Background: an optimization exercise with open tools, aiming at small area. Do not read the settings as production practice. Only simulation tests tie the RTL to the original design; equivalence was not proved. Power is estimated from default activity; no workload was simulated.

--- flow/constraint.sdc ---
create_clock -name core_clock -period 5.0 [get_ports {clk}]
set_input_delay 1.0000 -clock core_clock [delete_from_list [all_inputs] [get_ports {clk}]]
set_output_delay 1.0000 -clock core_clock [all_outputs]
set_load 0.01 [all_outputs]
--- flow/standard.sh ---
#!/bin/bash
# synth_recipe.tcl (not shown) runs the flow's synth.tcl, then flattens the netlist and writes it again
# the make line also repeats each setting of config.mk as NAME=value (left out here)
make -C /OpenROAD-flow-scripts/flow DESIGN_CONFIG=/design/flow/config.mk WORK_HOME=/design/flow/orfs CLKGATE_MAP_FILE= SYNTH_SCRIPT=/design/flow/synth_recipe.tcl "${@:-finish}"
--- flow/config.mk ---
export PLATFORM = sky130hd
export DESIGN_NAME = issue_top
export DESIGN_NICKNAME = issue_top
export VERILOG_FILES = /design/flow/design.v
export SDC_FILE = /design/flow/constraint.sdc
export NUM_CORES = 4
export LEC_CHECK = 0
export CAP_MARGIN = 20
export CORE_MARGIN = 2
export CORE_UTILIZATION = 40
export CTS_CLUSTER_DIAMETER = 60
export CTS_CLUSTER_SIZE = 40
export SLEW_MARGIN = 20
--- flow/flow/run.sh ---
#!/bin/bash
# Standard layout (the standard.sh, standard synthesis unchanged) with two
# changes to how the layout is made:
#  - the port buffers are buf_1 rather than the default clkdlybuf4s50_1;
#  - before floorplanning, combinational cells that synthesis sized up are set
#    back to their smallest drive (downsize.tcl); the flow's own repair steps
#    then upsize where timing, slew or load needs it.
set -euo pipefail
here=$(pwd)
export BUFFER_PORTS_ARGS="-buffer_cell sky130_fd_sc_hd__buf_1"
export PRE_FLOORPLAN_TCL="$here/flow/downsize.tcl"
export CTS_ARGS="-sink_clustering_enable -repair_clock_nets -sink_clustering_size 40 -sink_clustering_max_diameter 60 -dont_use_dummy_load"
bash standard.sh > standard.log 2>&1
--- flow/flow/downsize.tcl ---
# Set every combinational cell that synthesis sized up back to the smallest
# drive of the same function; placement and CTS repair upsize where timing,
# slew or load needs it.
set ds_db [ord::get_db]
set ds_block [[$ds_db getChip] getBlock]
set ds_count 0
foreach ds_inst [$ds_block getInsts] {
  set ds_m [[$ds_inst getMaster] getName]
  if { [regexp {^(sky130_fd_sc_hd__[a-z0-9]+)_([0-9]+)$} $ds_m -> ds_base ds_sz] && $ds_sz > 1 } {
    if { [regexp {df|dl|sdf|edf|clk|tap|fill|decap|conb} $ds_base] } { continue }
    foreach ds_try [list ${ds_base}_1 ${ds_base}_0] {
      if { [$ds_db findMaster $ds_try] != "NULL" && [sta::find_liberty_cell $ds_try] != "NULL" } {
        if { [lsearch -exact $::env(DONT_USE_CELLS) $ds_try] < 0 } {
          replace_cell [$ds_inst getName] $ds_try
          incr ds_count
          break
        }
      }
    }
  }
}
puts "downsize: $ds_count cells set to their smallest drive"
--- flow/design.v ---
package issue_pkg;
    typedef struct packed {
        logic                is_signed;
        logic                rem;
        logic [4-3:0]    spare;
    } div_flags_t;
    typedef union packed {
        logic [4-1:0]    alu;
        div_flags_t          div;
    } op_word_u;
endpackage
module rs_table #(
    parameter int DEPTH = 4,
    parameter int OPW   = 4
) (
    input  logic                     clk,
    input  logic                     clr,
    input  logic                     enq,
    input  logic [OPW-1:0]           in_op,
    input  logic [4-1:0]        in_rob_tag,
    input  logic                     in_a1,
    input  logic [32-1:0]         in_d1,
    input  logic                     in_a2,
    input  logic [32-1:0]         in_d2,
    input  logic                     cdb_valid,
    input  logic [4-1:0]        cdb_tag,
    input  logic [32-1:0]         cdb_data,
    input  logic [DEPTH-1:0]         free,
    output logic                     has_space,
    output logic [DEPTH-1:0]         ready,
    output logic [DEPTH*OPW-1:0]     op_o,
    output logic [DEPTH*4-1:0]  rob_o,
    output logic [DEPTH*32-1:0]   d1_o,
    output logic [DEPTH*32-1:0]   d2_o
);
    logic [DEPTH-1:0] valid_q;
    logic [DEPTH-1:0] a1_q;
    logic [DEPTH-1:0] a2_q;
    logic [DEPTH-1:0] enq_oh;
    always_comb begin
        enq_oh    = '0;
        has_space = 1'b0;
        for (int i = 0; i < DEPTH; i++) begin
            if (!valid_q[i] && !has_space) begin
                has_space = 1'b1;
                enq_oh[i] = enq;
            end
        end
    end
    assign ready = valid_q & a1_q & a2_q;
    always_ff @(posedge clk) begin
        if (clr) valid_q <= '0;
        else     valid_q <= (valid_q & ~free) | enq_oh;
    end
    for (genvar i = 0; i < DEPTH; i++) begin : g_slot
        logic [OPW-1:0]     op_q;
        logic [4-1:0]  rob_q;
        logic [32-1:0]   d1_q;
        logic [32-1:0]   d2_q;
        logic               w1;
        logic               w2;
        assign w1 = cdb_valid && valid_q[i] && !a1_q[i] && (d1_q[4-1:0] == cdb_tag);
        assign w2 = cdb_valid && valid_q[i] && !a2_q[i] && (d2_q[4-1:0] == cdb_tag);
        always_ff @(posedge clk) begin
            if (enq_oh[i]) begin
                op_q  <= in_op;
                rob_q <= in_rob_tag;
            end
        end
        always_ff @(posedge clk) begin
            a1_q[i] <= enq_oh[i] ? in_a1 : (a1_q[i] | w1);
            a2_q[i] <= enq_oh[i] ? in_a2 : (a2_q[i] | w2);
        end
        always_ff @(posedge clk) begin
            d1_q <= ({32{enq_oh[i]}} & in_d1) | ({32{w1}} & cdb_data)
                  | ({32{!(enq_oh[i] || w1)}} & d1_q);
            d2_q <= ({32{enq_oh[i]}} & in_d2) | ({32{w2}} & cdb_data)
                  | ({32{!(enq_oh[i] || w2)}} & d2_q);
        end
        assign op_o [i*OPW    +: OPW]    = op_q;
        assign rob_o[i*4 +: 4] = rob_q;
        assign d1_o [i*32  +: 32]  = d1_q;
        assign d2_o [i*32  +: 32]  = d2_q;
    end
endmodule
module dispatch_router (
    input  logic             inst_valid,
    input  logic [1-1:0] inst_fu,
    input  logic             alu_has_space,
    input  logic             div_has_space,
    output logic             inst_ready,
    output logic             alu_enq,
    output logic             div_enq
);
    logic want_alu;
    logic want_div;
    assign want_alu = (inst_fu == 1'b0);
    assign want_div = (inst_fu == 1'b1);
    assign inst_ready = (want_alu && alu_has_space) || (want_div && div_has_space);
    assign alu_enq = inst_valid && inst_ready && want_alu;
    assign div_enq = inst_valid && inst_ready && want_div;
endmodule
module alu_issue_port (
    input  logic                clk,
    input  logic                clr,
    input  logic [3:0]          ready,
    input  logic [4*4-1:0]  op_i,
    input  logic [4*4-1:0] rob_i,
    input  logic [4*32-1:0]  d1_i,
    input  logic [4*32-1:0]  d2_i,
    output logic [3:0]          free,
    output logic                alu_valid,
    output logic [4-1:0]    alu_op,
    output logic [4-1:0]   alu_rob_tag,
    output logic [32-1:0]    alu_src1,
    output logic [32-1:0]    alu_src2
);
    logic [3:0] sel_q;
    assign free[0] = ready[0];
    assign free[1] = ready[1] && !ready[0];
    assign free[2] = ready[2] && !ready[1] && !ready[0];
    assign free[3] = ready[3] && !ready[2] && !ready[1] && !ready[0];
    always_ff @(posedge clk) begin
        if (clr) alu_valid <= 1'b0;
        else     alu_valid <= |ready;
    end
    always_ff @(posedge clk) sel_q <= free;
    always_comb begin
        alu_op      = '0;
        alu_rob_tag = '0;
        alu_src1    = '0;
        alu_src2    = '0;
        for (int i = 0; i < 4; i++) begin
            alu_op      |= {4{sel_q[i]}}  & op_i [i*4  +: 4];
            alu_rob_tag |= {4{sel_q[i]}} & rob_i[i*4 +: 4];
            alu_src1    |= {32{sel_q[i]}}  & d1_i [i*32  +: 32];
            alu_src2    |= {32{sel_q[i]}}  & d2_i [i*32  +: 32];
        end
    end
endmodule
module div_issue_port (
    input  logic                div_busy,
    input  logic [1:0]          ready,
    input  logic [3:0]          op_i,      
    input  logic [2*4-1:0] rob_i,
    input  logic [2*32-1:0]  d1_i,
    input  logic [2*32-1:0]  d2_i,
    output logic [1:0]          free,
    output logic                div_start,
    output logic                div_signed,
    output logic                div_rem,
    output logic [4-1:0]   div_rob_tag,
    output logic [32-1:0]    div_src1,
    output logic [32-1:0]    div_src2
);
    logic [1:0] pick;    
    assign pick[0]   = ready[0];
    assign pick[1]   = ready[1] && !ready[0];
    assign div_start = (ready[0] || ready[1]) && !div_busy;
    assign free      = div_start ? pick : 2'b00;
    assign {div_signed, div_rem} = ({2{pick[0]}} & op_i[1:0]) | ({2{pick[1]}} & op_i[3:2]);
    assign div_rob_tag = ({4{pick[0]}} & rob_i[4-1:0]) | ({4{pick[1]}} & rob_i[2*4-1:4]);
    assign div_src1    = ({32{pick[0]}} & d1_i[32-1:0]) | ({32{pick[1]}} & d1_i[2*32-1:32]);
    assign div_src2    = ({32{pick[0]}} & d2_i[32-1:0]) | ({32{pick[1]}} & d2_i[2*32-1:32]);
endmodule
module issue_top (
    input  logic                clk,
    input  logic                rst,
    input  logic                flush,
    input  logic                div_busy,
    input  logic                inst_valid,
    input  logic [1-1:0]    inst_fu,
    input  issue_pkg::op_word_u inst_op,
    input  logic [4-1:0]   inst_rob_tag,
    input  logic                inst_rs1_valid,
    input  logic [4-1:0]   inst_rs1_tag,
    input  logic [32-1:0]    inst_rs1_data,
    input  logic                inst_rs2_valid,
    input  logic [4-1:0]   inst_rs2_tag,
    input  logic [32-1:0]    inst_rs2_data,
    input  logic [32-1:0]    inst_imm,
    input  logic                inst_use_imm,
    output logic                inst_ready,
    input  logic                cdb_valid,
    input  logic [4-1:0]   cdb_tag,
    input  logic [32-1:0]    cdb_data,
    output logic                alu_valid,
    output logic [4-1:0]    alu_op,
    output logic [4-1:0]   alu_rob_tag,
    output logic [32-1:0]    alu_src1,
    output logic [32-1:0]    alu_src2,
    output logic                div_start,
    output logic                div_signed,
    output logic                div_rem,
    output logic [4-1:0]   div_rob_tag,
    output logic [32-1:0]    div_src1,
    output logic [32-1:0]    div_src2
);
    logic                clr;
    logic                alu_enq;
    logic                div_enq;
    logic                alu_has_space;
    logic                div_has_space;
    logic [32-1:0]    in_d1;
    logic [32-1:0]    in_d2;
    logic                in_a2;
    logic [3:0]          alu_ready;
    logic [3:0]          alu_free;
    logic [4*4-1:0]  alu_op_s;
    logic [4*4-1:0] alu_rob_s;
    logic [4*32-1:0]  alu_d1_s;
    logic [4*32-1:0]  alu_d2_s;
    logic [1:0]          div_ready;
    logic [1:0]          div_free;
    logic [3:0]          div_op_s;
    logic [2*4-1:0] div_rob_s;
    logic [2*32-1:0]  div_d1_s;
    logic [2*32-1:0]  div_d2_s;
    assign clr = rst || flush;
    assign in_d1 = inst_rs1_valid ? inst_rs1_data : {{(32-4){1'b0}}, inst_rs1_tag};
    assign in_d2 = inst_use_imm   ? inst_imm :
                   inst_rs2_valid ? inst_rs2_data : {{(32-4){1'b0}}, inst_rs2_tag};
    assign in_a2 = inst_rs2_valid || inst_use_imm;
    dispatch_router i_router (
        .inst_valid    (inst_valid),
        .inst_fu       (inst_fu),
        .alu_has_space (alu_has_space),
        .div_has_space (div_has_space),
        .inst_ready    (inst_ready),
        .alu_enq       (alu_enq),
        .div_enq       (div_enq)
    );
    rs_table #(.DEPTH(4), .OPW(4)) i_alu_rs (
        .clk        (clk),
        .clr        (clr),
        .enq        (alu_enq),
        .in_op      (inst_op.alu),
        .in_rob_tag (inst_rob_tag),
        .in_a1      (inst_rs1_valid),
        .in_d1      (in_d1),
        .in_a2      (in_a2),
        .in_d2      (in_d2),
        .cdb_valid  (cdb_valid),
        .cdb_tag    (cdb_tag),
        .cdb_data   (cdb_data),
        .free       (alu_free),
        .has_space  (alu_has_space),
        .ready      (alu_ready),
        .op_o       (alu_op_s),
        .rob_o      (alu_rob_s),
        .d1_o       (alu_d1_s),
        .d2_o       (alu_d2_s)
    );
    rs_table #(.DEPTH(2), .OPW(2)) i_div_rs (
        .clk        (clk),
        .clr        (clr),
        .enq        (div_enq),
        .in_op      (inst_op.alu[3:2]),
        .in_rob_tag (inst_rob_tag),
        .in_a1      (inst_rs1_valid),
        .in_d1      (in_d1),
        .in_a2      (in_a2),
        .in_d2      (in_d2),
        .cdb_valid  (cdb_valid),
        .cdb_tag    (cdb_tag),
        .cdb_data   (cdb_data),
        .free       (div_free),
        .has_space  (div_has_space),
        .ready      (div_ready),
        .op_o       (div_op_s),
        .rob_o      (div_rob_s),
        .d1_o       (div_d1_s),
        .d2_o       (div_d2_s)
    );
    alu_issue_port i_alu_port (
        .clk         (clk),
        .clr         (clr),
        .ready       (alu_ready),
        .op_i        (alu_op_s),
        .rob_i       (alu_rob_s),
        .d1_i        (alu_d1_s),
        .d2_i        (alu_d2_s),
        .free        (alu_free),
        .alu_valid   (alu_valid),
        .alu_op      (alu_op),
        .alu_rob_tag (alu_rob_tag),
        .alu_src1    (alu_src1),
        .alu_src2    (alu_src2)
    );
    div_issue_port i_div_port (
        .div_busy    (div_busy),
        .ready       (div_ready),
        .op_i        (div_op_s),
        .rob_i       (div_rob_s),
        .d1_i        (div_d1_s),
        .d2_i        (div_d2_s),
        .free        (div_free),
        .div_start   (div_start),
        .div_signed  (div_signed),
        .div_rem     (div_rem),
        .div_rob_tag (div_rob_tag),
        .div_src1    (div_src1),
        .div_src2    (div_src2)
    );
endmodule
==> metrics list, run 1 <==
- 303 I/O pins were placed.
- Global routing used 28.9% of the available tracks.
- Number of unique standard cell types used by synthesis: 37
- Relative max-transition margin: 23.3%
- Min-delay worst type: reg2reg
- Dominant delay contributor by cell family on the critical path: simple AND/OR/NAND/NOR gates
* Initial Utilization: 40.3%
* Number of flip-flops and latches in the synthesized netlist: 451
- Metal3 WL: 6920 um
- At the end of routability-driven placement, the weighted congestion stood at 0.845.
- Count leader, synth: dfxtp_1
- Slowest cell delay on critical path: 0.70 ns
* Violation count after the first detailed-route iteration: 2017
* WP data required: 4.00 ns
- The detailed router put a total of 30900 um of wire on met1.
* Final clock period utilization by the worst path: 77.9%
- The repair_antennas step left the layout with diodes totalling 0.
- Die outline width: 223 um
* Setup Fix Bufs, Post-CTS: 0
- Largest net degree at the start of global routing: 73
- Clock tree synthesis selected as its root buffer the cell clkbuf_16.
* Tmin final: 3.90 ns
* DRC violation count after routing: 0
- Once detailed placement completed, the half-perimeter wirelength came to 45100 um.
- By area the synthesized netlist is led by dfxtp_1, a221o_1, nor2_1.
- Total number of yosys warnings: 3
- STA puts the critical path data arrival time at 2.90 ns.
- Along the worst path, the maximum fanout reaches 46.
- For the worst-skew pair, the clock arrives at the later sink with an insertion delay of 0.58 ns.
- VDD sags by at most 0.000176 V.
- CTS tree: built
- Placed cell count: 2698
* Maximum count of clock buffers along a single path: 3
- Buffers inserted during clock tree synthesis total 37.
- The detail route stage leaves a number of antenna-violating nets equal to 0.
* Average wire per cell in the routed design: 27.1 um
- Slew of the pin with the lowest slew margin: 1.15 ns
* CORE AREA: 47400 um^2
- Startpoint of the lowest-slack register-to-register path: i_alu_rs.valid_q[0]
* Critical Path Source Type: flop
* Most instantiated cells after synthesis: dfxtp_1, nor2_1, a221o_1
* Dominant synthesized flop cell: dfxtp_1
- DR WL met2: 33700 um
- Count of flip-flops with a built-in enable after synthesis: 44
* Final cell count without fillers: 2735
- The die is 223 um tall.
- The first global-routing pass estimated 110000 um of wire.
* Post-CTS Hold Buffers: 0
- Min-Delay Startpoint: i_alu_rs.g_slot[1].d1_q[4]
- The largest total area in the synthesized netlist belongs to dfxtp_1.
* Detailed-route wire length: 74100 um
- The setup check on the worst reg-to-reg path leaves a slack of 2.29 ns.
* Die area: 49500 um^2
* Post-Syn Nets: 2112
* Number of cells traversed by the worst register-to-register path: 4
- Total iterations of the first detailed-routing run: 5
* Classification of the worst setup path: reg2out
* Number of clock sinks seen by CTS: 451
- Final sum of negative setup slack: 0 ns
- Setup repair after global routing left no endpoint under its margin.
- Number of buffer and inverter stages on the critical path: 2
- Buffers placed on the I/O ports in this run total 302.
- Number of vias in the routed layout: 17.9k
* Sequential fraction of the synthesis area: 49.1%
* Area reported by Yosys stat: 19300 um^2
- In this run the biggest area consumer among cell types represents 42.2% of the synthesized area.
* Number of nets in the finished design: 2280
* Worst reg2reg endpoint: i_alu_rs.g_slot[3].d2_q[11]
- Areal power density over the cells: 357 nW/um^2
* Antenna violations before repair: 0
- The highest layer touched by signal routing is met4.
* Vias per inst: 6.55
* Cells along the critical path: nand3_1 -> nor2_4 -> buf_12 -> a22o_1 -> buf_1
- Of the cells placed in the final design, the portion with a size suffix greater than 1 is 5.42%.
- Derived from the worst setup path, the maximum achievable clock frequency is 257 MHz.
* Number of maximum-capacitance constraint violations: 0
* Number of global-route vias before repair: 17.2k
* Sort of element at the end of the critical path: output port
* CTS H-tree lvls: 2
* Cell Rows: 80
- Clock skew on the completed layout was measured at 0.0501 ns.
- After technology mapping, the gate count stands at 1954.
- Gates resized during post-CTS repair numbered 0.
- After clock tree synthesis, the clock-pin slew on the worst setup and hold paths is 0.06 ns.
- Slowest-stage cell, CP: nor2_4
- The filler cells instantiated in the layout total 4578.
- The run finished with no timing, DRC or antenna violations.
- Final hold viol count: 0
- Setup violations remaining at the end of the flow were counted as 0.
- Share of async-settable or async-resettable flops after synthesis: 0%
- Total congestion overflow after global routing: 0
- The final-report max-slew violation count came to 0.
- Leak: 8.11 nW
- Hold depth: 1
- Worst-case hold path end point: i_alu_rs.g_slot[1].d1_q[4]
## logic make-up (layout without fill, tap and decap cells)
family | Yosys count | count (layout) | share of synthesized area (%)
AOI/OAI and AO/OA | 664 | 664 | 31.4
xor gates and xnor gates | 48 | 48 | 2.18
buffers and inverters | 222 | 388 | 4.88
DFF | 451 | 451 | 49.1
muxes | 12 | 12 | 0.649
and+or+nand+nor | 557 | 557 | 11.8
## stage by stage
| stage | setup slack (ns) | power, W | area, um^2 | util (%) | hold WS [ns] |
|---|---|---|---|---|---|
| 6_report | 1.10 | 0.00771 | 21600 | 45.5 | 0.486 |
| 5_1_grt | 1.01 | 0.00796 | 21600 | 45.5 | 0.499 |
| 4_1_cts | 1.16 | 0.00772 | 21600 | 45.5 | 0.489 |
| 3_5_place_dp | 1.45 | 0.00516 | 20700 | 43.6 | 0.467 |
| 3_3_place_gp | 1.46 | 0.00512 | 20700 | 43.6 | 0.468 |
| 2_1_floorplan | 2.17 | 0.00485 | 19100 | - | 0.455 |
## layout make-up
| type | instances | area, um^2 | share of cell area, % |
|---|---|---|---|
| multi-input combinational | 1281 | 8920 | 41.3 |
| inverter | 8 | 30.0 | 0.139 |
| clock buffer | 37 | 926 | 4.29 |
| tap | 615 | 769 | 3.56 |
| sequential | 451 | 9480 | 43.9 |
| timing repair buffer | 343 | 1470 | 6.80 |
## registers in the layout, summed over array words and instances (netlist names), 8 cells and up
signal / flops
i_alu_rs.g_slot.rob_q: 16
i_div_rs.g_slot.d1_q: 64
i_alu_rs.g_slot.d2_q: 128
i_alu_rs.g_slot.op_q: 16
i_div_rs.g_slot.d2_q: 64
i_div_rs.g_slot.rob_q: 8
i_alu_rs.g_slot.d1_q: 128
## how the worst max path moves through the flow
stage / startpoint / endpoint / slack [ns] / cells after the start
after floorplan: cdb_tag[3] / i_div_rs.g_slot[1].d1_q[10] / 2.17 / 6
after global placement: cdb_tag[1] / i_alu_rs.g_slot[0].d2_q[8] / 1.46 / 5
after detailed placement: cdb_tag[1] / i_alu_rs.g_slot[0].d2_q[12] / 1.45 / 5
after CTS: i_div_rs.a2_q[1] / div_src2[31] / 1.16 / 5
after global routing: i_div_rs.a2_q[1] / div_src2[1] / 1.01 / 5
final: i_div_rs.a2_q[1] / div_src2[1] / 1.10 / 5
## per-layer routing
layer	vias up	track usage, %
met5	-	0
li1	7840	-
met4	0	11.1
met2	983	45.4
met3	137	5.63
met1	8957	39.2
## power by group
| part | internal [W] | switching [W] |
|---|---|---|
| combinational | 0.000398 | 0.000429 |
| sequential | 0.00402 | 0.000253 |
| clock | 0.00131 | 0.00131 |
## cell usage in the layout, fill, tap and decap left out, types with 19 or more instances in the layout
cell	instances
nand3_1	19
xnor2_1	36
nand2_1	118
edfxtp_1	44
clkbuf_16	37
a22o_1	70
buf_1	300
buf_4	39
dfxtp_1	403
a22oi_1	171
nor2_1	388
a221o_1	384
==> run 2, diff against run 1 <==
--- a/flow/config.mk
+++ b/flow/config.mk
@@ -10,4 +10,5 @@
 export CORE_UTILIZATION = 40
 export CTS_CLUSTER_DIAMETER = 60
 export CTS_CLUSTER_SIZE = 40
+export PLACE_DENSITY = 0.7
 export SLEW_MARGIN = 20
==> metrics list, run 2 <==
* Worst setup path endpoint: div_src2[1]
- Largest net degree at the start of global routing: 73
- First-pass GRT wire length: 108000 um
- Relative max-transition margin: 24.0%
- The tool flagged a number of max-cap violations equal to 0.
* Die Y-Extent: 223 um
* WP data required: 4.00 ns
- Measured in cells, the most critical reg-to-reg path has a length of 4.
* Xor/xnor cell area share of the yosys netlist: 2.18%
- Min-delay worst type: reg2reg
- Counting flops with a built-in enable in the synthesized netlist gives 44.
- CP Launch Point: i_div_rs.a2_q[0]
- Startpoint of the lowest-slack register-to-register path: i_alu_rs.valid_q[0]
* Arithmetic-cell share of the synthesized area counting full adders, half adders and majority gates: 0%
* Syn Inst Count: 1954
- Clock latency reported for the late side of the worst-skew pair: 0.55 ns
- Sort of element at the end of the critical path: output port
- Setup repair after global routing left no endpoint under its margin.
- Detailed-route wire length: 72800 um
- The die is 223 um wide.
- CTS Buf Count: 34
- Critical Path Source Type: flop
* Share of the synthesized area in compound gates (AO/OA/AOI/OAI): 31.4%
- Yosys instantiated no cell more often than dfxtp_1.
- Maximum count of clock buffers along a single path: 3
- Die area: 49500 um^2
- Before antenna repair, the detailed router went through 6 iterations.
- The chip area line in the Yosys stat output reads 19300 um^2.
- For this run, design rule violations remaining after detail routing come to 0.
* Total congestion overflow after global routing: 0
* Number of endpoints failing setup at the final stage: 0
* Post-detailed-placement cell area: 20700 um^2
* Worst reg2reg endpoint: i_alu_rs.g_slot[2].d1_q[9]
- Classification of the worst setup path: reg2out
- In the post-synthesis netlist, the biggest area contributors are dfxtp_1, a221o_1, nor2_1.
- Counting distinct cell types in the post-synthesis netlist gives 37.
- Area leader, netlist: dfxtp_1
- Counting instances in the post-synthesis netlist gives the leading cell types as dfxtp_1, nor2_1, a221o_1.
- Of the post-synthesis cell area, the part taken by muxes is 0.649%.
- Leaving out fill and tap cells, the most frequent cell in the layout is dfxtp_1.
- After synthesis, the largest area contributor takes up 42.2% of total cell area.
- In the synthesized netlist the async set-or-reset flop fraction comes to 0%.
* IR drop worst, VDD: 0.000195 V
* Total global-route track usage: 28.0%
- The initial utilization of the core area, before any placement, comes to 40.3%.
- After synthesis, the largest family of logic cells by area is compound AO/OA/AOI/OAI gates.
- Count of final max-slew check failures: 0
* Number of primary I/O pins: 303
* Dominant synthesized flop cell: dfxtp_1
* Cells along the critical path: and3_4 -> buf_4 -> a22o_1 -> buf_1
- Result of the run: no timing/DRC/antenna violations
- The largest single stage delay on the critical path is 0.60 ns.
* Fraction of the mapped netlist area in simple logic gates: 11.8%
- Number of gates resized after CTS: 0
- Slew of the pin with the lowest slew margin: 1.14 ns
- Vias per inst: 6.60
* CTS H-tree lvls: 2
- During placement, the flow inserted port buffers numbering 302.
- Slowest-stage cell, CP: and3_4
- CORE AREA: 47400 um^2
- Maximum fanout along the worst path: 38
- Layout cell share with drive strength beyond 1: 5.34%
- The clock net in this run drives a total of 451 sinks.
- The number of setup buffers added after CTS is 0.
- Highest clock frequency the design can meet: 267 MHz
- Antenna violations before repair: 3
- Cell Rows: 80
- Largest registers: i_alu_rs.g_slot.d1_q x128, i_alu_rs.g_slot.d2_q x128
- For the final routed database, the setup TNS stands at 0 ns.
- Dividing total power by cell area gives a power density of 351 nW/um^2.
- Number of fill cells: 4483
* HPWL after detailed placement: 46000 um
- In the final routed layout, each cell accounts on average for 26.6 um.
- Number of routed nets with antenna violations: 0
- Clk root buf: clkbuf_16
* Design Area, Final: 21500 um^2
* Number of vias in the routed layout: 18.0k
- Critical Path AT: 2.75 ns
- Setup slack on the worst reg-to-reg path comes out at 2.21 ns.
- Clock skew on the completed layout was measured at 0.0496 ns.
* Pre-CTS worst setup slack: 1.40 ns
- The number of hold violations in the final report is 0.
* Total number of yosys warnings: 3
- Leak: 8.08 nW
- After clock tree synthesis, the clock-pin slew on the worst setup and hold paths is 0.06 ns.
- The detailed router finished its first iteration with 2216 violations.
- Number of flip-flops and latches in the synthesized netlist: 451
- TritonCTS built the clock tree.
* Slack of the critical path: 1.25 ns
- Sequential fraction of the synthesis area: 49.1%
- Final clock period utilization by the worst path: 75.0%
* Gp weighted congestion: 0.926
- Post-CTS Hold Buffers: 0
* Number of nets in the finished design: 2278
- Tmin final: 3.75 ns
- Commonest cells after routing, fill and taps aside: dfxtp_1, nor2_1, a221o_1
- Counting every net in the synthesized netlist gives 2112.
- Number of global-route vias before repair: 17.1k
[run 2: worst min path at each step]
stage / from / endpoint / slack [ns] / cells past startpoint
2_1_floorplan: i_div_rs.g_slot[0].d2_q[30] / i_div_rs.g_slot[0].d2_q[30] / 0.46 / 1
3_3_place_gp: i_alu_rs.g_slot[3].d2_q[20] / i_alu_rs.g_slot[3].d2_q[20] / 0.47 / 1
3_5_place_dp: i_div_rs.g_slot[0].d1_q[23] / i_div_rs.g_slot[0].d1_q[23] / 0.47 / 1
4_1_cts: i_alu_rs.g_slot[2].d2_q[25] / i_alu_rs.g_slot[2].d2_q[25] / 0.49 / 1
5_1_grt: i_alu_rs.g_slot[1].d2_q[6] / i_alu_rs.g_slot[1].d2_q[6] / 0.50 / 1
6_report: i_div_rs.g_slot[0].d2_q[31] / i_div_rs.g_slot[0].d2_q[31] / 0.49 / 1
[run 2: per-stage QoR]
step                      hold slack [ns]  total power [W]  util (%)  cells
after floorplan                     0.455          0.00485         -   1954
after CTS                           0.486          0.00755      45.4   2733
after global routing                0.499          0.00778      45.4   2734
after detailed placement            0.467          0.00516      43.6   2699
final                               0.487          0.00756      45.4   2734
after global placement              0.468          0.00511      43.6   2699
[run 2: routing by layer]
metal  track usage (%)  share of wire [%]
met1              37.8                 41
met3              5.61                 11
met4              12.3                4.2
met5                 0              0.036
met2              43.5                 45
[run 2: cells by family (layout without fill, tap and decap cells)]
logic type / Yosys count / after routing
compound gates: 664 / 664
simple gates: 557 / 557
flops: 451 / 451
buf+inv: 222 / 386
xor+xnor: 48 / 48
mux: 12 / 12
other cells: 0 / 1
[run 2: power by group]
group / internal (W) / switching (W) / leakage [nW]
clock: 0.00121 / 0.00125 / 0.419
combinational: 0.000397 / 0.000430 / 3.91
sequential: 0.00402 / 0.000258 / 3.75
[run 2: cell type report]
type	instances	area (um^2)	share of cell area, %
sequential	451	9480	44.0
antenna	1	2.50	0.0116
inverter	8	30.0	0.140
tap	615	769	3.57
clock buffer	34	851	3.95
timing repair buffer	344	1480	6.86
multi-input combinational	1281	8920	41.4
[run 2: critical path, delay by kind of cell, from the launching register on]
kind	cells	cell delay (ns)
flip-flops	1	0.47
AO/OA/AOI/OAI	1	0.33
buffers and inverters	2	0.72
AND/OR/NAND/NOR	1	0.60
==> run 3, diff against run 2 <==
--- a/flow/flow/run.sh
+++ b/flow/flow/run.sh
@@ -9,5 +9,4 @@
 here=$(pwd)
 export BUFFER_PORTS_ARGS="-buffer_cell sky130_fd_sc_hd__buf_1"
 export PRE_FLOORPLAN_TCL="$here/flow/downsize.tcl"
-export CTS_ARGS="-sink_clustering_enable -repair_clock_nets -sink_clustering_size 40 -sink_clustering_max_diameter 60 -dont_use_dummy_load"
 bash standard.sh > standard.log 2>&1
--- a/flow/config.mk
+++ b/flow/config.mk
@@ -10,5 +10,4 @@
 export CORE_UTILIZATION = 40
 export CTS_CLUSTER_DIAMETER = 60
 export CTS_CLUSTER_SIZE = 40
-export PLACE_DENSITY = 0.7
 export SLEW_MARGIN = 20
==> metrics list, run 3 <==
- CORE AREA: 47400 um^2
- Most instantiated cells after synthesis: dfxtp_1, nor2_1, a221o_1
- Sequential fraction of the synthesis area: 49.1%
* Average wire per cell in the routed design: 26.9 um
- The clock network is responsible for 38.2% of the overall power.
* Critical Path Source Type: flop
* Share of async-settable or async-resettable flops after synthesis: 0%
- Following the worst setup path forward leads to its endpoint at div_src2[1].
- The cell family contributing the most delay on the critical path is simple AND/OR/NAND/NOR gates.
- Number of nets in the finished design: 2280
* Final sum of negative setup slack: 0 ns
- The floorplan step set the die height to 223 um.
* Number of primary I/O pins: 303
* Port bufs: 302
- Area reported by Yosys stat: 19300 um^2
- Setup violations remaining at the end of the flow were counted as 0.
- Post-Syn Nets: 2112
- Number of maximum-capacitance constraint violations: 0
* Final hold viol count: 0
- CTS Buf Count: 37
- Setup Fix Bufs, Post-CTS: 0
- Entering global routing, the biggest net connects 73 pins.
- In this run the critical register-to-register path is launched from i_alu_rs.valid_q[0].
- Counting distinct cell types in the post-synthesis netlist gives 37.
- Once detail routing completed, the nets flagged for antenna violations numbered 0.
* Dominant synthesized flop cell: dfxtp_1
- After clock tree synthesis, the clock-pin slew on the worst setup and hold paths is 0.07 ns.
* Count of final max-slew check failures: 0
- Critical Path AT: 2.92 ns
* Total number of yosys warnings: 3
- DRC violation count after routing: 0
- The final critical path takes up 78.3% of the cycle.
* Antenna violations before repair: 0
- Vias per inst: 6.52
- Clock Skews: 0.0300 ns
- By area the synthesized netlist is led by dfxtp_1, a221o_1, nor2_1.
* Slowest-stage cell, CP: nor2_4
- After detailed routing, the total wire length is 74400 um.
- Diode insertion count for antenna repair: 0
* First-pass GRT wire length: 111000 um
- For the worst flop-to-flop path, the logic depth is 4.
- Number of vias in the routed layout: 18.0k
* Cells along the critical path: nand3_1 -> nor2_4 -> buf_12 -> a22o_1 -> buf_1
- Layout cell share with drive strength beyond 1: 6.60%
* Number of flip-flops and latches in the synthesized netlist: 451
- Areal power density over the cells: 376 nW/um^2
* IR drop worst, VDD: 0.000184 V
* Number of global-route vias before repair: 17.3k
- Across all register-to-register paths, the minimum setup slack is 2.32 ns.
- Count leader, synth: dfxtp_1
* Number of gates resized after CTS: 0
* Clock latency reported for the late side of the worst-skew pair: 0.58 ns
- Internal power comes to 0.00603 W.
- Tmin final: 3.92 ns
- Unrepaired setup endpoints after global routing: false
- Critical path depth in cells: 5
- Post-CTS Hold Buffers: 0
- STA puts the critical path data required time at 4.00 ns.
* Classification of the worst setup path: reg2out
* Synth top area share: 42.2%
- Clk root buf: clkbuf_16
- Commonest cells after routing, fill and taps aside: dfxtp_1, nor2_1, a221o_1
* Placed cell count: 2698
- Synthesis produced 1954 cells.
- Headroom to the max-slew limit came out at 22.7%.
- At the pin with the least slew margin, the transition time is 1.16 ns.
* Most frequent standard cell in the layout excluding fill and tap cells: dfxtp_1
- Of all nets on the critical path, the largest fanout is 46.
* Die area: 49500 um^2
* Total global-route track usage: 29.0%
- Net switching is 26.9% of the power.
- Area leader, netlist: dfxtp_1
- No sink is reached through more buffers than the 3 on the longest clock path.
- In this run the number of H-tree levels came out at 2.
- Static timing analysis puts the maximum clock frequency at 255 MHz.
* CP Launch Point: i_div_rs.a2_q[1]
- The flow ran to the end and the layout has no timing, DRC or antenna violations.
* Violation count after the first detailed-route iteration: 1959
- HPWL after detailed placement: 45100 um
- Number of clock sinks seen by CTS: 451
- Switching power: 0.00222 W
* Total iterations of the first detailed-routing run: 5
- Die outline width: 223 um
- Cell Rows: 80
- Sort of element at the end of the critical path: output port
- Slowest cell delay on critical path: 0.71 ns
- Total congestion overflow after global routing: 0
* Gp weighted congestion: 0.845
* Min-delay worst type: reg2reg
- Of the total power, combinational logic draws 10.0%.
- Counting both buffers and inverters, the worst setup path holds a total of 2.
- Largest registers: i_alu_rs.g_slot.d1_q x128, i_alu_rs.g_slot.d2_q x128
- The worst register-to-register path ends at i_alu_rs.g_slot[3].d2_q[15].
- The initial utilization of the core area, before any placement, comes to 40.3%.
* Count of flip-flops with a built-in enable after synthesis: 44
- Final cell count without fillers: 2766
- CTS tree: built
- Summed over all cells, the static leakage comes to 8.27 nW.
* Register share of total power: 51.7%
- Post-Route Utilization: 46.3%
==> run 3: cell types whose count changed in the layout (fill, tap and decap cells not counted), sizes merged <==
cell	change
clkbuf	+9
inv	+13
clkinvlp	+3
diode	-1
clkinv	+7
buf	-1
bufinv	+2
==> run 3: cell type report <==
type | count | area (um^2)
clock buffers | 43 | 1000
flip-flops and latches | 451 | 9480
repair buffers | 343 | 1470
multi-input cells | 1281 | 8920
well taps | 615 | 769
inverters | 8 | 30.0
clock inverters | 25 | 275
fillers | 4555 | 25500
==> run 3: how the worst min path moves through the flow <==
stage                     depth (start not counted)                        start                     endpoint
after floorplan                                   1  i_div_rs.g_slot[0].d2_q[30]  i_div_rs.g_slot[0].d2_q[30]
after global placement                            1  i_div_rs.g_slot[0].d2_q[30]  i_div_rs.g_slot[0].d2_q[30]
after detailed placement                          1  i_div_rs.g_slot[0].d2_q[30]  i_div_rs.g_slot[0].d2_q[30]
after CTS                                         1  i_alu_rs.g_slot[2].d1_q[14]  i_alu_rs.g_slot[2].d1_q[14]
after global routing                              1  i_alu_rs.g_slot[2].d2_q[16]  i_alu_rs.g_slot[2].d2_q[16]
final                                             1  i_div_rs.g_slot[1].d1_q[17]  i_div_rs.g_slot[1].d1_q[17]
==> run 3: power groups by stage <==
stage | Combinational [W] | Sequential [W] | Clock [W]
after floorplan | 0.000586 | 0.00426 | 0
after global placement | 0.000791 | 0.00433 | 0
after detailed placement | 0.000821 | 0.00433 | 0
after CTS | 0.000824 | 0.00426 | 0.00319
after global routing | 0.000895 | 0.00430 | 0.00332
final | 0.000828 | 0.00427 | 0.00315
==> run 3: per-stage QoR <==
step                      power [W]  hold slack [ns]  instance area (um^2)  worst slack, ns
after detailed placement    0.00516            0.467                 20700             1.45
after global routing        0.00852            0.501                 21900            0.995
after global placement      0.00512            0.468                 20700             1.46
after CTS                   0.00827            0.492                 21900             1.14
final                       0.00825            0.488                 21900             1.08
after floorplan             0.00485            0.455                 19100             2.17
==> run 3: routing by layer <==
| metal | track usage (%) | part of all wire, % |
|---|---|---|
| met1 | 39.4 | 42 |
| met2 | 45.9 | 46 |
| met3 | 5.47 | 9.2 |
| met4 | 10.7 | 3.3 |
| met5 | 0 | 0 |
==> run 3: logic make-up (layout without fill, tap and decap cells) <==
| group | after synthesis | after routing | share of synthesized area [%] |
|---|---|---|---|
| buf+inv | 222 | 419 | 4.88 |
| compound gates | 664 | 664 | 31.4 |
| xor+xnor | 48 | 48 | 2.18 |
| mux | 12 | 12 | 0.649 |
| flops | 451 | 451 | 49.1 |
| simple gates | 557 | 557 | 11.8 |
==> run 4, diff against run 3 <==
--- a/flow/flow/run.sh
+++ b/flow/flow/run.sh
@@ -9,4 +9,5 @@
 here=$(pwd)
 export BUFFER_PORTS_ARGS="-buffer_cell sky130_fd_sc_hd__buf_1"
 export PRE_FLOORPLAN_TCL="$here/flow/downsize.tcl"
+export CTS_ARGS="-sink_clustering_enable -repair_clock_nets -sink_clustering_size 25 -sink_clustering_max_diameter 40 -buf_list sky130_fd_sc_hd__clkbuf_8 -dont_use_dummy_load"
 bash standard.sh > standard.log 2>&1
--- a/flow/config.mk
+++ b/flow/config.mk
@@ -8,6 +8,8 @@
 export CAP_MARGIN = 20
 export CORE_MARGIN = 2
 export CORE_UTILIZATION = 40
-export CTS_CLUSTER_DIAMETER = 60
-export CTS_CLUSTER_SIZE = 40
+export CTS_BUF_LIST = sky130_fd_sc_hd__clkbuf_8
+export CTS_CLUSTER_DIAMETER = 40
+export CTS_CLUSTER_SIZE = 25
+export PLACE_DENSITY = 0.7
 export SLEW_MARGIN = 20
==> metrics list, run 4 <==
- The flow ran to the end and the layout has no timing, DRC or antenna violations.
- Slowest cell delay on critical path: 0.60 ns
- Using the TritonRoute via totals, the vias-per-cell ratio works out to 6.62.
- The first global-routing pass estimated 108000 um of wire.
- Final hold viol count: 0
* Number of primary I/O pins: 303
- CTS H-tree lvls: 2
* Clock latency reported for the late side of the worst-skew pair: 0.67 ns
- Hold timing on the final database bottoms out at a slack of 0.482 ns.
* Count of final max-slew check failures: 0
* Met1 wire length: 29500 um
- The critical path is of the reg2out type.
- Summed over all nets, wire length on met2 after detailed routing comes to 32500 um.
- Final clock period utilization by the worst path: 77.2%
- Highest clock frequency the design can meet: 259 MHz
- At the end of routability-driven placement, the weighted congestion stood at 0.926.
* Placed cell count: 2699
- Across every metal layer, demand over resource in global routing totals 28.2%.
- Number of routed nets with antenna violations: 0
* Number of flip-flops and latches in the synthesized netlist: 451
* Number of nets in the finished design: 2299
* Setup Fix Bufs, Post-CTS: 0
- Top Metal Used: met5
- Counting along the longest clock path gives a buffer depth of 3.
* Total congestion overflow after global routing: 0
- Share of async-settable or async-resettable flops after synthesis: 0%
* Critical Path Source Type: flop
* Count of flip-flops with a built-in enable after synthesis: 44
* Dominant synthesized flop cell: dfxtp_1
- Leak: 8.05 nW
- For this run, the detailed router's first-pass iteration total came to 10.
- Of the synthesized area, sequential elements account for 49.1%.
- The tightest min-delay check is of the reg2reg type.
* Tmin final: 3.86 ns
- Cell Rows: 80
* Syn Inst Count: 1954
- Detailed placement finished with a half-perimeter wire length of 46000 um.
* Final cell count without fillers: 2755
- Clock-pin slew on the worst setup and hold paths: 0.05 ns
- dfxtp_1 is the most common cell in the netlist.
* Most instantiated cells after synthesis: dfxtp_1, nor2_1, a221o_1
- Relative max-transition margin: 25.9%
- Antenna violations before repair: 3
* CP Launch Point: i_div_rs.a2_q[0]
- CTS tree: built
* IR drop worst, VDD: 0.000190 V
- Wires add up to 72800 um.
* Metal3 WL: 7780 um
- In this run the critical register-to-register path is launched from i_alu_rs.valid_q[0].
* Sort of element at the end of the critical path: output port
* Slew of the pin with the lowest slew margin: 1.11 ns
- Min-Delay Startpoint: i_div_rs.g_slot[0].d1_q[24]
- For this run, design rule violations remaining after detail routing come to 0.
- The stat command in Yosys gives a chip area of 19300 um^2.
* Synth top area share: 42.2%
- Of all cell types, the one taking the most synthesized area is dfxtp_1.
* Areal power density over the cells: 342 nW/um^2
* Clk root buf: clkbuf_8
- Entering global routing, the biggest net connects 73 pins.
* Number of global-route vias before repair: 17.2k
* Layout cell share with drive strength beyond 1: 6.26%
- Across the run, the number of max-cap violations was 0.
* Number of gates resized after CTS: 0
- Number of endpoints failing setup at the final stage: 0
* Final sum of negative setup slack: 0 ns
- Number of clock sinks seen by CTS: 451
* Top area cells in the synthesized netlist: dfxtp_1, a221o_1, nor2_1
* Commonest cells after routing, fill and taps aside: dfxtp_1, nor2_1, a221o_1
- Most frequent standard cell in the layout excluding fill and tap cells: dfxtp_1
* Unrepaired setup endpoints after global routing: false
* Largest registers: i_alu_rs.g_slot.d1_q x128, i_alu_rs.g_slot.d2_q x128
* WP data required: 4.00 ns
- Post-Syn Nets: 2112
- The first routing iteration left 2364 violations.
* Initial Utilization: 40.3%
- For the final database, setup skew stands at 0.0502 ns.
- For this design, the slowest cell found on the critical path is and3_4.
- From left edge to right edge, the die measures 223 um.
* Die Y-Extent: 223 um
* Number of unique standard cell types used by synthesis: 37
- Port buffering added 302 buffers.
- Die area: 49500 um^2
- Post-CTS Hold Buffers: 0
- Number of vias in the routed layout: 18.2k
* Maximum fanout along the worst path: 38
- Average wire per cell in the routed design: 26.4 um
* Total number of yosys warnings: 3
- At the worst endpoint, the arrival time is 2.86 ns.
- The total area inside the core boundary comes to 47400 um^2.
- Walking the worst path, the cells encountered are and3_4 -> buf_4 -> a22o_1 -> buf_1.
- The number of clock buffers added by TritonCTS is 55.
## run 4: per-layer routing
layer | GRT usage, % | vias up
li1 | - | 7877
met1 | 37.9 | 9007
met2 | 43.5 | 1167
met3 | 5.78 | 185
met4 | 13.1 | 4
met5 | 0 | -
## run 4: layout make-up
class / instances / area, um^2
fill: 4520 / 26000
sequential: 451 / 9480
multi-input combinational: 1281 / 8920
timing repair buffer: 344 / 1480
tap: 615 / 769
clock buffer: 55 / 757
inverter: 8 / 30.0
antenna: 1 / 2.50
## run 4: cells by family (layout without fill, tap and decap cells)
logic type / after synthesis / in the layout / share of synthesized area (%)
mux: 12 / 12 / 0.649
other cells: 0 / 1 / 0
compound gates: 664 / 664 / 31.4
flops: 451 / 451 / 49.1
simple gates: 557 / 557 / 11.8
buf+inv: 222 / 407 / 4.88
xor+xnor: 48 / 48 / 2.18
## run 4: worst paths after layout
check / cells after the start / to / slack (ns)
worst max-delay path: 4 / div_src2[31] / 1.14
worst min-delay path: 1 / i_div_rs.g_slot[0].d1_q[24] / 0.48
worst max register to register: 4 / i_alu_rs.g_slot[2].d1_q[25] / 2.28
worst min register to register: 1 / i_div_rs.g_slot[0].d1_q[24] / 0.48
## run 4: stage by stage
step / cell area (um^2) / setup slack [ns] / utilization, % / power (W)
floorplan: 19100 / 2.17 / - / 0.00485
global placement: 20700 / 1.45 / 43.6 / 0.00511
detailed placement: 20700 / 1.40 / 43.6 / 0.00516
CTS: 21400 / 1.17 / 45.2 / 0.00734
global route: 21400 / 1.07 / 45.2 / 0.00758
finish: 21400 / 1.14 / 45.2 / 0.00733
## run 4: where the power goes
part	switching (W)	internal, W
registers	0.000259	0.00402
logic	0.000430	0.000398
clock network	0.00126	0.000968
total	0.00195	0.00538
## run 4: critical path: cells and delay by family (launching register included)
kind | cells | cell delay (ns)
compound gates | 1 | 0.34
buf+inv | 2 | 0.73
flops | 1 | 0.48
simple gates | 1 | 0.60
==> run 5, diff against run 4 <==
--- a/flow/flow/run.sh
+++ b/flow/flow/run.sh
@@ -9,5 +9,5 @@
 here=$(pwd)
 export BUFFER_PORTS_ARGS="-buffer_cell sky130_fd_sc_hd__buf_1"
 export PRE_FLOORPLAN_TCL="$here/flow/downsize.tcl"
-export CTS_ARGS="-sink_clustering_enable -repair_clock_nets -sink_clustering_size 25 -sink_clustering_max_diameter 40 -buf_list sky130_fd_sc_hd__clkbuf_8 -dont_use_dummy_load"
+export CTS_ARGS="-sink_clustering_enable -repair_clock_nets -sink_clustering_size 30 -sink_clustering_max_diameter 50 -buf_list sky130_fd_sc_hd__clkbuf_8 -dont_use_dummy_load"
 bash standard.sh > standard.log 2>&1
--- a/flow/config.mk
+++ b/flow/config.mk
@@ -9,7 +9,6 @@
 export CORE_MARGIN = 2
 export CORE_UTILIZATION = 40
 export CTS_BUF_LIST = sky130_fd_sc_hd__clkbuf_8
-export CTS_CLUSTER_DIAMETER = 40
-export CTS_CLUSTER_SIZE = 25
-export PLACE_DENSITY = 0.7
+export CTS_CLUSTER_DIAMETER = 50
+export CTS_CLUSTER_SIZE = 30
 export SLEW_MARGIN = 20
==> metrics list, run 5 <==
- Areal power density over the cells: 334 nW/um^2
- Number of gates resized after CTS: 0
- In the final design database the tool counted 2287 nets.
- Switching power: 0.00191 W
- The synthesized design contains 44 enable-type register cells.
* Critical Path Source Type: flop
- Clock latency reported for the late side of the worst-skew pair: 0.67 ns
- Setup Fix Bufs, Post-CTS: 0
- Walking the worst path, the cells encountered are nand3_1 -> nor2_4 -> buf_12 -> a22o_1 -> buf_1.
* Final cell count without fillers: 2742
- Summed over all failing endpoints, the final setup total negative slack is 0 ns.
- The share of total power dissipated in sequential elements is 60.0%.
* Min-Delay Startpoint: i_alu_rs.g_slot[0].d1_q[8]
* CORE AREA: 47400 um^2
* Die outline width: 223 um
- In this run the critical register-to-register path is captured at i_alu_rs.g_slot[3].d1_q[30].
- In the post-synthesis netlist, the cell with the most instances is dfxtp_1.
* Startpoint of the lowest-slack register-to-register path: i_alu_rs.valid_q[0]
- Number of global-route vias before repair: 17.3k
- Total number of yosys warnings: 3
- Counting instances, the worst hold path has a depth of 1.
- Leaving out fill and tap cells, the most frequent cell in the layout is dfxtp_1.
- Data arrives at the worst endpoint at 2.95 ns.
* Number of cells traversed by the worst register-to-register path: 4
* Die Y-Extent: 223 um
* Average wire per cell in the routed design: 27.0 um
- Of all nets on the critical path, the largest fanout is 46.
- Unrepaired setup endpoints after global routing: false
- Total congestion overflow after global routing: 0
* Cell internal power dissipation: 0.00520 W
* Slowest cell delay on critical path: 0.68 ns
- CTS placed an instance of clkbuf_8 at the clock tree root.
- Largest net degree at the start of global routing: 73
- Count of final max-slew check failures: 0
* Seq. cell area: 9480 um^2
- The worst setup path is of the reg2out kind.
* Share of async-settable or async-resettable flops after synthesis: 0%
* Diode insertion count for antenna repair: 0
* Number of routed nets with antenna violations: 0
- In the layout the commonest cells are dfxtp_1, nor2_1, a221o_1.
* Dominant delay contributor by cell family on the critical path: simple AND/OR/NAND/NOR gates
- VDD sags by at most 0.000160 V.
- Port bufs: 302
- The cell count after synthesis came out at 1954.
- Buffers inserted to repair hold after CTS numbered 0.
- HPWL after detailed placement: 45100 um
- Global routing consumed, over all layers together, 28.9% of the routing resources.
- For the pin with the worst max-slew slack, the measured transition is 1.15 ns.
- Post-Syn Nets: 2112
* Area leader, netlist: dfxtp_1
- The first global-routing pass estimated 111000 um of wire.
- For this run, the leading register cell type out of synthesis is dfxtp_1.
- STA classifies the critical path endpoint as an output port.
* Number of primary I/O pins: 303
* Slowest-stage cell, CP: nor2_4
- DRC violation count after routing: 0
- The clock network is responsible for 28.3% of the overall power.
- The flow ran to the end and the layout has no timing, DRC or antenna violations.
- Layout cell share with drive strength beyond 1: 5.74%
- Min-delay worst type: reg2reg
* WP data required: 4.00 ns
- CTS Buf Count: 44
- Clock Skews: 0.0958 ns
- The congestion estimate from routability-driven global placement came to 0.845.
- For this block, the via count after detailed routing is 17.9k.
* Number of buffer and inverter stages on the critical path: 2
* Vias per inst: 6.54
- Number of flip-flops and latches in the synthesized netlist: 451
* Total area of multi-input combinational cells: 8920 um^2
- Violation count after the first detailed-route iteration: 2028
* Initial Utilization: 40.3%
* Synth top area share: 42.2%
* Tmin final: 3.95 ns
- Placed cell count: 2698
- In this run switching power makes up 26.9% of total power.
- The largest registers in the layout are i_alu_rs.g_slot.d1_q x128, i_alu_rs.g_slot.d2_q x128.
- Post-synthesis, Yosys gives the total cell area as 19300 um^2.
- Worst-case hold path end point: i_alu_rs.g_slot[0].d1_q[8]
* Combinational cell fraction of total power: 11.6%
- Across the run, the number of max-cap violations was 0.
* Most instantiated cells after synthesis: dfxtp_1, nor2_1, a221o_1
- In this run the tightest slew margin relative to its limit is 23.4%.
* Die area: 49500 um^2
- For this block, the routed nets add up to 74000 um of wire.
- Final hold viol count: 0
- Cell Rows: 80
- CTS tree: built
* Sequential fraction of the synthesis area: 49.1%
- Dividing the final minimum period by the clock period gives 79.0%.
- Number of clock sinks seen by CTS: 451
* CTS H-tree lvls: 2
- Number of endpoints failing setup at the final stage: 0
- In this run the register-to-register setup slack is 2.31 ns.
- No sink is reached through more buffers than the 3 on the longest clock path.
- Highest clock frequency the design can meet: 253 MHz
- Number of fill cells: 4632
* Leak: 7.97 nW
* Antenna violations before repair: 0
- Clock-pin slew was measured on the worst setup and hold paths at 0.07 ns.
* Total iterations of the first detailed-routing run: 5
* Top area cells in the synthesized netlist: dfxtp_1, a221o_1, nor2_1
- Number of unique standard cell types used by synthesis: 37
run 5: cell counts after synthesis:
Identical to the previous run, type by type.
run 5: metal layers:
metal / GRT usage [%] / vias to the layer above / share of wire, %
li1: - / 7847 / -
met1: 39.1 / 8941 / 42
met2: 45.6 / 1001 / 45
met3: 6.16 / 149 / 9.2
met4: 10.2 / 0 / 3.4
met5: 0 / - / 0
run 5: cell type report:
cell class / count / share of cell area (%)
timing repair buffer: 343 / 6.90
inverter: 8 / 0.141
multi-input combinational: 1281 / 41.9
clock buffer: 44 / 2.85
tap: 615 / 3.62
sequential: 451 / 44.6
run 5: cells by family after synthesis:
group           after synthesis  share of synthesized area (%)
compound gates              664                           31.4
xor+xnor                     48                           2.18
buf+inv                     222                           4.88
flops                       451                           49.1
mux                          12                          0.649
simple gates                557                           11.8
run 5: power groups by stage:
stage                     combinational, W  sequential, W  clock (W)
final                             0.000828        0.00427    0.00202
after global routing              0.000894        0.00431    0.00218
after CTS                         0.000823        0.00426    0.00204
after detailed placement          0.000821        0.00433          0
after global placement            0.000791        0.00433          0
after floorplan                   0.000586        0.00426          0
run 5: how the worst max path moves through the flow:
| stage | endpoint | slack [ns] | start | cells after the start |
|---|---|---|---|---|
| 2_1_floorplan | i_div_rs.g_slot[1].d1_q[10] | 2.17 | cdb_tag[3] | 6 |
| 3_3_place_gp | i_alu_rs.g_slot[0].d2_q[8] | 1.46 | cdb_tag[1] | 5 |
| 3_5_place_dp | i_alu_rs.g_slot[0].d2_q[12] | 1.45 | cdb_tag[1] | 5 |
| 4_1_cts | div_src2[31] | 1.10 | i_div_rs.a1_q[1] | 5 |
| 5_1_grt | div_src2[1] | 0.97 | i_div_rs.a1_q[1] | 5 |
| 6_report | div_src2[1] | 1.05 | i_div_rs.a2_q[1] | 5 |
run 5: through the flow:
stage	setup WS [ns]	instance area [um^2]	hold WS [ns]	utilization [%]	power, W
after floorplan	2.17	19100	0.455	-	0.00485
after global placement	1.46	20700	0.468	43.6	0.00512
after detailed placement	1.45	20700	0.467	43.6	0.00516
after CTS	1.10	21300	0.490	44.8	0.00713
after global routing	0.967	21300	0.502	44.8	0.00738
final	1.05	21300	0.490	44.8	0.00711
==> run 6, diff against run 5 <==
--- a/flow/config.mk
+++ b/flow/config.mk
@@ -11,4 +11,5 @@
 export CTS_BUF_LIST = sky130_fd_sc_hd__clkbuf_8
 export CTS_CLUSTER_DIAMETER = 50
 export CTS_CLUSTER_SIZE = 30
+export PLACE_DENSITY = 0.7
 export SLEW_MARGIN = 20
==> metrics list, run 6 <==
- Metal3 WL: 7770 um
- Top area cells in the synthesized netlist: dfxtp_1, a221o_1, nor2_1
* Number of gates resized after CTS: 0
- Slowest cell delay on critical path: 0.60 ns
* Worst reg2reg endpoint: i_alu_rs.g_slot[2].d1_q[6]
* Number of fill cells: 4529
- The detailed router put a total of 29500 um of wire on met1.
* Share of the synthesized area in compound gates (AO/OA/AOI/OAI): 31.4%
- WP data required: 4.00 ns
- The HPWL after detailed placement is 46000 um.
- Setup violations remaining at the end of the flow were counted as 0.
- Timing would allow up to 266 MHz.
- The final-report max-slew violation count is 0.
- Total iterations of the first detailed-routing run: 5
- Critical Path Source Type: flop
* CP Launch Point: i_div_rs.a2_q[0]
- Hold repair after CTS inserted 0 buffers.
- Across the run, the number of max-cap violations was 0.
- The die is 223 um wide.
- CTS tree: built
- The worst hold path belongs to the class reg2reg.
* Number of primary I/O pins: 303
* Area reported by Yosys stat: 19300 um^2
- STA classifies the critical path endpoint as an output port.
- Fraction of synthesized area in multiplexers: 0.649%
- In this run, distinct cell masters in the synthesized netlist total 37.
- Syn Inst Count: 1954
- Global routing finished with a remaining overflow of 0.
- Routability-driven placement finished with a final weighted congestion of 0.926.
* Violation count after the first detailed-route iteration: 2162
- The cell family contributing the most delay on the critical path is buffers and inverters.
- Commonest cells after routing, fill and taps aside: dfxtp_1, nor2_1, a221o_1
- Across every metal layer, demand over resource in global routing totals 28.1%.
- CORE AREA: 47400 um^2
- Unrepaired setup endpoints after global routing: false
- The worst-case IR drop observed on VDD is 0.000189 V.
- In the final design database the tool counted 2283 nets.
- In this run the remaining antenna-violating nets after routing total 0.
- The tree is rooted in a clkbuf_8.
- The signal on the critical path passes through and3_4 -> buf_4 -> a22o_1 -> buf_1.
- The floorplan has 80 rows.
* Die Y-Extent: 223 um
* CTS H-tree lvls: 2
- The setup path with the least slack is of type reg2out.
- Leak: 7.94 nW
* Most instantiated cells after synthesis: dfxtp_1, nor2_1, a221o_1
* Areal power density over the cells: 330 nW/um^2
* Sequential fraction of the synthesis area: 49.1%
- The synthesized netlist devotes 2.18% of its cell area to XOR and XNOR gates.
- The startpoint identified for the worst register-to-register timing path is i_alu_rs.valid_q[0].
- The tree built by TritonCTS fans out to 451 sinks.
- Overall power consumption after layout is estimated at 0.00699 W.
- The first global-routing pass estimated 108000 um of wire.
- Layout cell share with drive strength beyond 1: 5.56%
- In the final timing run, aggregate negative setup slack is 0 ns.
* Dominant synthesized flop cell: dfxtp_1
* Slack of the critical path: 1.24 ns
- Together, buffers and inverters on the worst path number 2.
* Final hold viol count: 0
- After Yosys synthesis, full adders, half adders and majority gates account for 0% of the synthesized area.
- After clock tree synthesis, the setup repair step added 0 buffers.
* Slowest-stage cell, CP: and3_4
- Subtracting the final worst setup slack from the clock period gives 3.76 ns.
* Top Metal Used: met5
- Die area: 49500 um^2
* Share of async-settable or async-resettable flops after synthesis: 0%
* Clock-pin slew on the worst setup and hold paths: 0.09 ns
- The final critical path takes up 75.2% of the cycle.
- The largest total area in the synthesized netlist belongs to dfxtp_1.
* Relative max-transition margin: 24.4%
- Entering global routing, the biggest net connects 73 pins.
* Critical path depth in cells: 4
* Critical Path AT: 2.76 ns
- Main combinational cell family by area after synthesis: compound AO/OA/AOI/OAI gates
- By instance count, the leading cell after synthesis is dfxtp_1.
* Maximum count of clock buffers along a single path: 3
- FF-to-FF setup slack: 2.27 ns
* Antenna violations before repair: 5
* Vias per inst: 6.64
- Detailed-route wire length: 72800 um
* Clock latency reported for the late side of the worst-skew pair: 0.62 ns
* Pre-CTS worst setup slack: 1.40 ns
- For the pin with the worst max-slew slack, the measured transition is 1.13 ns.
* Average wire per cell in the routed design: 26.5 um
- DR WL met2: 32500 um
- The via count of the first global-routing pass was 17.1k.
- Summed over its instances, the top area cell type makes up 42.2% of the synthesized netlist area.
- Buffers inserted during clock tree synthesis total 39.
* Result of the run: no timing/DRC/antenna violations
- Counting flops with a built-in enable in the synthesized netlist gives 44.
* Fraction of the mapped netlist area in simple logic gates: 11.8%
- Post-Syn Nets: 2112
- Maximum fanout along the worst path: 38
- In this run the worst setup path terminates at div_src2[1].
- Input and output buffers added on the ports amount to 302.
* DRC violation count after routing: 0
* Number of flip-flops and latches in the synthesized netlist: 451
* Number of cells traversed by the worst register-to-register path: 4
* Total number of yosys warnings: 3
- The routed layout has 18.2k vias.
- Largest registers: i_alu_rs.g_slot.d1_q x128, i_alu_rs.g_slot.d2_q x128
- The library cell used most frequently in the layout, excluding fill and tap cells, is dfxtp_1.
* Initial Utilization: 40.3%
- Clock Skews: 0.0667 ns
-- run 6: worst register-to-register path, stage by stage (launching register included) --
cell and delay [ns]:
dfxtp_1 0.37, nand3b_1 0.14, or3b_4 0.87, o41a_2 1.01, a221o_1 0.28
-- run 6: stage by stage --
stage	hold slack (ns)	std cells	util [%]	area, um^2
6_report	0.493	2741	44.7	21200
5_1_grt	0.505	2741	44.7	21200
4_1_cts	0.491	2738	44.7	21200
3_5_place_dp	0.467	2699	43.6	20700
3_3_place_gp	0.468	2699	43.6	20700
2_1_floorplan	0.455	1954	-	19100
-- run 6: report_power, final --
| group | total (W) | internal (W) | leakage (nW) | switching, W |
|---|---|---|---|---|
| combinational | 0.000828 | 0.000398 | 3.91 | 0.000430 |
| clock | 0.00189 | 0.000701 | 0.280 | 0.00119 |
| sequential | 0.00427 | 0.00401 | 3.75 | 0.000258 |
| total | 0.00699 | 0.00511 | 7.94 | 0.00188 |
-- run 6: logic make-up (layout without fill, tap and decap cells) --
kind of cell | count (synthesis) | in the layout
xor+xnor | 48 | 48
compound gates | 664 | 664
flops | 451 | 451
buf+inv | 222 | 391
other cells | 0 | 3
mux | 12 | 12
simple gates | 557 | 557
-- run 6: area by class of cell --
class                   instances  area, um^2  area share [%]
inverters                       8        30.0           0.142
flip-flops and latches        451        9480            44.7
multi-input cells            1281        8920            42.0
clock buffers                  39         537            2.53
well taps                     615         769            3.63
repair buffers                344        1480            6.96
diodes                          3        7.51          0.0354
-- run 6: routing by layer --
layer / GRT usage [%] / up-vias
li1: - / 7841
met1: 38.2 / 8967
met2: 43.3 / 1207
met3: 5.57 / 177
met4: 12.2 / 4
met5: 0 / -
-- run 6: worst min path at each step --
stage,from,endpoint,slack (ns),cells past startpoint
finish,i_div_rs.g_slot[0].d2_q[31],i_div_rs.g_slot[0].d2_q[31],0.49,1
detailed placement,i_div_rs.g_slot[0].d1_q[23],i_div_rs.g_slot[0].d1_q[23],0.47,1
global route,i_alu_rs.g_slot[1].d2_q[20],i_alu_rs.g_slot[1].d2_q[20],0.51,1
floorplan,i_div_rs.g_slot[0].d2_q[30],i_div_rs.g_slot[0].d2_q[30],0.46,1
global placement,i_alu_rs.g_slot[3].d2_q[20],i_alu_rs.g_slot[3].d2_q[20],0.47,1
CTS,i_alu_rs.g_slot[0].d1_q[9],i_alu_rs.g_slot[0].d1_q[9],0.49,1
==> run 7, diff against run 6 <==
--- a/flow/config.mk
+++ b/flow/config.mk
@@ -5,11 +5,11 @@
 export SDC_FILE = /design/flow/constraint.sdc
 export NUM_CORES = 4
 export LEC_CHECK = 0
-export CAP_MARGIN = 20
+export CAP_MARGIN = 0
 export CORE_MARGIN = 2
 export CORE_UTILIZATION = 40
 export CTS_BUF_LIST = sky130_fd_sc_hd__clkbuf_8
 export CTS_CLUSTER_DIAMETER = 50
 export CTS_CLUSTER_SIZE = 30
 export PLACE_DENSITY = 0.7
-export SLEW_MARGIN = 20
+export SLEW_MARGIN = 0
==> metrics list, run 7 <==
- Based on the critical path, the design can be clocked at up to 266 MHz.
* Number of fill cells: 4529
- Antenna violations before repair: 5
* Total congestion overflow after global routing: 0
* Largest net degree at the start of global routing: 73
* Port bufs: 302
- Result of the run: no timing/DRC/antenna violations
- CORE AREA: 47400 um^2
* Count leader, synth: dfxtp_1
* HPWL after detailed placement: 46000 um
- After routing, the total negative slack on setup checks comes to 0 ns.
- Share of async-settable or async-resettable flops after synthesis: 0%
- Number of gates resized after CTS: 0
- Once detail routing completed, the nets flagged for antenna violations numbered 0.
- Clk root buf: clkbuf_8
- Of all nets on the critical path, the largest fanout is 38.
- Fraction of the mapped netlist area in simple logic gates: 11.8%
* Number of global-route vias before repair: 17.1k
* Detailed-route wire length: 72800 um
* Xor/xnor cell area share of the yosys netlist: 2.18%
* Number of endpoints failing setup at the final stage: 0
- The number of nets handed over by synthesis was 2112.
- Relative max-transition margin: 24.4%
- Number of unique standard cell types used by synthesis: 37
- Top area cells in the synthesized netlist: dfxtp_1, a221o_1, nor2_1
- After routing the design area is 21200 um^2.
* Die outline width: 223 um
* Total global-route track usage: 28.1%
* Classification of the worst setup path: reg2out
- Synthesis inferred 451 register bits.
- Sort of element at the end of the critical path: output port
- CTS saw 451 sinks.
* WP data required: 4.00 ns
* Critical Path Source Type: flop
- IR drop worst, VDD: 0.000189 V
- For this design the ratio of total power to cell area is 330 nW/um^2.
- Main combinational cell family by area after synthesis: compound AO/OA/AOI/OAI gates
* Number of maximum-capacitance constraint violations: 0
* Synth top area share: 42.2%
- Routability-driven placement finished with a final weighted congestion of 0.926.
- Before antenna repair, the detailed router went through 5 iterations.
* Violation count after the first detailed-route iteration: 2162
- Vias per inst: 6.64
- Clock Skews: 0.0667 ns
- Clock-pin slew on the worst setup and hold paths: 0.09 ns
* Setup Fix Bufs, Post-CTS: 0
* Combinational cell fraction of total power: 11.8%
* FF-to-FF setup slack: 2.27 ns
* Fraction of synthesized area in multiplexers: 0.649%
- Part of the total power dissipated in the clock network: 27.1%
- Final clock period utilization by the worst path: 75.2%
- The top cell types in the final layout, fill and taps aside, are dfxtp_1, nor2_1, a221o_1.
* Syn Inst Count: 1954
* First-pass GRT wire length: 108000 um
* Initial Utilization: 40.3%
- The share of total power dissipated in sequential elements is 61.1%.
- Count of flip-flops with a built-in enable after synthesis: 44
- Unrepaired setup endpoints after global routing: false
* CTS tree: built
- The die covers 49500 um^2.
- The most used flip-flop cell after synthesis is dfxtp_1.
* Number of primary I/O pins: 303
- Dividing the detail-routed wire length by the instance count gives 26.5 um.
- Sequential elements use 49.1% of the synthesized area.
- Area leader, netlist: dfxtp_1
- For this run, design rule violations remaining after detail routing come to 0.
* Switching Share: 26.9%
- Area reported by Yosys stat: 19300 um^2
- In the final layout, the registers with the most flip-flops are i_alu_rs.g_slot.d1_q x128, i_alu_rs.g_slot.d2_q x128.
- Cell internal power dissipation: 0.00511 W
- In this run the static leakage power is 7.94 nW.
- Count of final max-slew check failures: 0
* Tmin final: 3.76 ns
- In this run the cell area measured after placement is 20700 um^2.
- Data arrives at the worst endpoint at 2.76 ns.
* Layout cell share with drive strength beyond 1: 5.56%
* Share of the synthesized area in compound gates (AO/OA/AOI/OAI): 31.4%
* Maximum count of clock buffers along a single path: 3
- Arithmetic-cell share of the synthesized area counting full adders, half adders and majority gates: 0%
- Number of nets in the finished design: 2283
- Final hold viol count: 0
* Switching power: 0.00188 W
- In this run, CTS created clock tree buffers numbering 39.
- In this run the worst hold path is classified as reg2reg.
- Number of vias in the routed layout: 18.2k
* Most frequent standard cell in the layout excluding fill and tap cells: dfxtp_1
- During synthesis, Yosys emitted a total of 3 warnings.
- Clock latency reported for the late side of the worst-skew pair: 0.62 ns
- Die Y-Extent: 223 um
- Buffers inserted to repair hold after CTS numbered 0.
- Cell Rows: 80
* Slew of the pin with the lowest slew margin: 1.13 ns
- The clock tree synthesis step divided the H-tree into 2 levels.
* Most instantiated cells after synthesis: dfxtp_1, nor2_1, a221o_1
-- run 7: metrics by stage --
step	util, %	total power (W)	hold WS [ns]	worst slack [ns]	std cells
6_report	44.7	0.00699	0.493	1.24	2741
5_1_grt	44.7	0.00722	0.505	1.17	2741
4_1_cts	44.7	0.00697	0.491	1.23	2738
3_5_place_dp	43.6	0.00516	0.467	1.40	2699
3_3_place_gp	43.6	0.00511	0.468	1.45	2699
2_1_floorplan	-	0.00485	0.455	2.17	1954
-- run 7: cell families after synthesis --
group / after synthesis
AOI/OAI and AO/OA: 664
and+or+nand+nor: 557
DFF: 451
buffers and inverters: 222
xor gates and xnor gates: 48
muxes: 12
-- run 7: path summary, 6_finish.rpt --
path | cells past startpoint | end | startpoint
worst max-delay path | 4 | div_src2[1] | i_div_rs.a2_q[0]
worst min-delay path | 1 | i_div_rs.g_slot[0].d2_q[31] | i_div_rs.g_slot[0].d2_q[31]
worst max register to register | 4 | i_alu_rs.g_slot[2].d1_q[6] | i_alu_rs.valid_q[0]
worst min register to register | 1 | i_div_rs.g_slot[0].d2_q[31] | i_div_rs.g_slot[0].d2_q[31]
-- run 7: final cells by class --
class / instances / area (um^2) / area share, %
antenna: 3 / 7.51 / 0.0354
sequential: 451 / 9480 / 44.7
clock buffer: 39 / 537 / 2.53
timing repair buffer: 344 / 1480 / 6.96
tap: 615 / 769 / 3.63
inverter: 8 / 30.0 / 0.142
multi-input combinational: 1281 / 8920 / 42.0
-- run 7: power by group through the flow --
stage	sequential, W	combinational, W	clock (W)
after floorplan	0.00426	0.000586	0
after global placement	0.00433	0.000786	0
after detailed placement	0.00434	0.000819	0
after CTS	0.00426	0.000822	0.00189
after global routing	0.00431	0.000889	0.00202
final	0.00427	0.000828	0.00189
-- run 7: layer usage --
layer | global-route usage [%] | wire [um] | up-vias
met3 | 5.57 | 7770 | 177
met4 | 12.2 | 2960 | 4
li1 | - | - | 7841
met1 | 38.2 | 29500 | 8967
met5 | 0 | 26 | -
met2 | 43.3 | 32500 | 1207
-- run 7: worst max-delay path, cell delays in order (launching register included) --
cell,delay [ns]
dfxtp_1,0.48
and3_4,0.60
buf_4,0.54
a22o_1,0.34
buf_1,0.18

Check on run 7: ideal ports give 1.242 ns setup slack; a clkbuf_16 on the clock port and buf_2 on the inputs give 1.185 ns; moving port delays by the midpoint clock arrival (0.641 ns) as well gives 1.291 ns.
